From an optimization exercise on the open Yosys and OpenROAD flow, aimed at small area; shortcuts taken in it are not production practice.
In this exercise RTL edits were held to simulation tests only and were not proved equivalent to the original.
Power figures rest on the tool's default switching activity, not on a simulated workload.

==> flow/design.v (excerpt) <==
module ipdc_top #(
	parameter int IMG_SIDE = 8,
	parameter int WIN_SIDE = 4
) (
	input  logic               i_clk,
	input  logic               i_rst_n,
	input  logic               i_op_valid,
	input  ipdc_pkg::op_mode_t i_op_mode,
	input  logic               i_in_valid,
	input  ipdc_pkg::pixel_t   i_in_data,
	output logic               o_in_ready,
	output logic               o_out_valid,
	output ipdc_pkg::pixel_t   o_out_data
);
	logic             rot;
	logic             ins;
	logic [4:0]       tap;
	logic             loaded;
	logic             rd_act;
	logic             rd_ycc;
	ipdc_pkg::pixel_t rd_pix;
	ipdc_ctrl #(
		.IMG_SIDE(IMG_SIDE),
		.WIN_SIDE(WIN_SIDE)
	) u_ctrl (
		.i_clk      (i_clk),
		.i_rst_n    (i_rst_n),
		.i_op_valid (i_op_valid),
		.i_op_mode  (i_op_mode),
		.i_in_valid (i_in_valid),
		.o_in_ready (o_in_ready),
		.o_rot      (rot),
		.o_ins      (ins),
		.o_tap      (tap),
		.o_loaded   (loaded),
		.o_rd_act   (rd_act),
		.o_rd_ycc   (rd_ycc)
	);
	image_buffer u_buf (
		.i_clk   (i_clk),
		.i_rot   (rot),
		.i_ins   (ins),
		.i_data  (i_in_data),
		.i_rd_en (loaded),
		.i_tap   (tap),
		.o_pixel (rd_pix)
	);
	logic             bt_valid;
	ipdc_pkg::pixel_t bt_pix;
	ipdc_pkg::pixel_t fmt_pix;
	always_ff @(posedge i_clk or negedge i_rst_n) begin
		if (!i_rst_n)
			bt_valid <= 1'b0;
		else
			bt_valid <= rd_act;
	end
	always_ff @(posedge i_clk)
		bt_pix <= rd_pix;
	pixel_formatter u_fmt (
		.i_ycbcr (rd_ycc),
		.i_pixel (bt_pix),
		.o_pixel (fmt_pix)
	);
	always_ff @(posedge i_clk or negedge i_rst_n) begin
		if (!i_rst_n) begin
			o_out_valid <= 1'b0;
			o_out_data  <= '0;
		end else begin
			o_out_valid <= bt_valid;
			o_out_data  <= bt_valid ? fmt_pix : '0;
		end
	end
endmodule
For scale: about 2,500 cells after synthesis, ~1,600 flip-flops, about 55,000 sq um of cells after synthesis.
==> flow/config.mk <==
export PLATFORM = sky130hd
export DESIGN_NAME = ipdc_top
export DESIGN_NICKNAME = ipdc_top
export VERILOG_FILES = /design/flow/design.v
export SDC_FILE = /design/flow/constraint.sdc
export NUM_CORES = 4
export LEC_CHECK = 0
export CAP_MARGIN = 20
export CORE_MARGIN = 2
export CORE_UTILIZATION = 40
export CTS_CLUSTER_DIAMETER = 80
export CTS_CLUSTER_SIZE = 25
export SLEW_MARGIN = 20
export SYNTH_HIERARCHICAL = 1
export SYNTH_MINIMUM_KEEP_SIZE = 0
==> flow/constraint.sdc <==
create_clock -name core_clock -period 6.0 [get_ports {i_clk}]
set_input_delay 1.2000 -clock core_clock [delete_from_list [all_inputs] [get_ports {i_clk}]]
set_output_delay 1.2000 -clock core_clock [all_outputs]
set_load 0.01 [all_outputs]
standard.sh (not shown) runs the stock make flow with config.mk's settings and CLKGATE_MAP_FILE= SYNTH_SCRIPT=/design/flow/synth_recipe.tcl, a recipe that flattens the netlist after the stock synthesis.
==> flow/flow/run.sh <==
#!/bin/bash
# Own layout flow: the standard flow (standard.sh, unchanged synthesis and
# steps) with two settings passed to ORFS through the environment:
#  - port buffers are the smallest buffer, sky130_fd_sc_hd__buf_1, instead of
#    the default cell (every input and output port still gets its buffer);
#  - clock tree synthesis clusters sinks by at most 25 within 80 um and adds
#    no dummy loads (the clock tree is still built from the port by CTS).
# Each tool's full output stays in the ORFS logs under orfs/logs; this
# script's own output goes to standard.log.
set -euo pipefail
export BUFFER_PORTS_ARGS="-buffer_cell sky130_fd_sc_hd__buf_1"
export CTS_ARGS="-sink_clustering_enable -repair_clock_nets -sink_clustering_size 25 -sink_clustering_max_diameter 80 -dont_use_dummy_load"
bash standard.sh > standard.log 2>&1
The starting point ran to the end with no violations.
Then changed:
==> flow/run.sh (new file) <==
#!/bin/bash
# synth_recipe.tcl (not shown) runs the flow's synth.tcl, then flattens the netlist and writes it again
# the make line also repeats each setting of config.mk as NAME=value (left out here)
make -C /OpenROAD-flow-scripts/flow DESIGN_CONFIG=/design/flow/config.mk WORK_HOME=/design/flow/orfs CLKGATE_MAP_FILE= SYNTH_SCRIPT=/design/flow/synth_recipe.tcl finish
removed: flow/flow/run.sh
removed: flow/standard.sh
The changed run passed the timing, design-rule and antenna checks. Wire length went up by 2.6%. Die area does not change. Total power went up by 1.5%. Worst setup slack loses 0.024 ns. First-iteration DRC count went down by 1.5%.


run a:
ipdc_top, a different RTL version from the one above (not shown whole).
Size: ~2,400 cells after synthesis, about 1,600 flip-flops, about 57 I/O pins.
export LEC_CHECK = 0
export CAP_MARGIN = 20
export CORE_MARGIN = 2
export CORE_UTILIZATION = 40
export CTS_CLUSTER_DIAMETER = 80
export CTS_CLUSTER_SIZE = 25
export PLACE_DENSITY = 0.8
export SLEW_MARGIN = 20
export SYNTH_HIERARCHICAL = 1
export SYNTH_MINIMUM_KEEP_SIZE = 0
create_clock -name core_clock -period 6.0 [get_ports {i_clk}]
==> flow/flow/run.sh <==
#!/bin/bash
# Own layout flow: the standard flow (standard.sh, unchanged synthesis and
# steps) with two settings passed to ORFS through the environment:
#  - port buffers are the smallest buffer, sky130_fd_sc_hd__buf_1, instead of
#    the default cell (every input and output port still gets its buffer);
#  - clock tree synthesis clusters sinks by at most 16 within 60 um, drives
#    each cluster with a sky130_fd_sc_hd__clkbuf_8 and adds no dummy loads
#    (the clock tree is still built from the port by CTS).
# Each tool's full output stays in the ORFS logs under orfs/logs; this
# script's own output goes to standard.log.
set -euo pipefail
export BUFFER_PORTS_ARGS="-buffer_cell sky130_fd_sc_hd__buf_1"
export CTS_ARGS="-sink_clustering_enable -repair_clock_nets -sink_clustering_size 16 -sink_clustering_max_diameter 60 -sink_clustering_buffer sky130_fd_sc_hd__clkbuf_8 -dont_use_dummy_load"
bash standard.sh > standard.log 2>&1
Finished, but not clean: run a, with antenna rules.
For run b, these inputs were changed with respect to run a:
- clearing PLACE_DENSITY, which used to be 0.8
Cmp run b and run a / met2 global-route usage / higher: run b
First element of the critical path = bt_pix[2]: run b; first element of the critical path = bt_pix[10]: run a
Diff run a -> run b: power density normalized to cell area comparable, final critical-path setup slack now smaller, global-route usage now larger.
Run b was carried through to the last stage, and its layout satisfied the timing, design-rule and antenna checks.

-- separate check: timing with driven ports --
No port has a modelled driver above. Below, the same layouts with a new extraction and two added sets of constraints. Step 1, drivers: a clkbuf_16 drives i_clk and a buf_2 each remaining input, both assumed. Step 2, shift: input delay + t, output delay - t, t = (earliest + latest rising clock arrival at the registers) / 2. This alone moves slack from input paths to output paths. Slacks: ideal ports / drivers / drivers and shift; pairs: ideal ports / drivers.
run | t (ns) | setup slack, ns | worst hold slack (ns) | worst setup path after step 2 | worst data-port slew with drivers (ns)
the first run of note 1 | 0.732 | 0.807 / 0.807 / 0.807 | 0.407 / 0.407 / 0.407 | register to register | 0.08
the second run of note 1 | 0.735 | 0.783 / 0.783 / 0.783 | 0.406 / 0.406 / 0.406 | register to register | 0.05
run a | 0.703 | 1.200 / 1.200 / 1.200 | 0.383 / 0.383 / 0.383 | register to register | 0.04
run b | 0.734 | 1.133 / 1.133 / 1.133 | 0.396 / 0.396 / 0.396 | register to register | 0.04
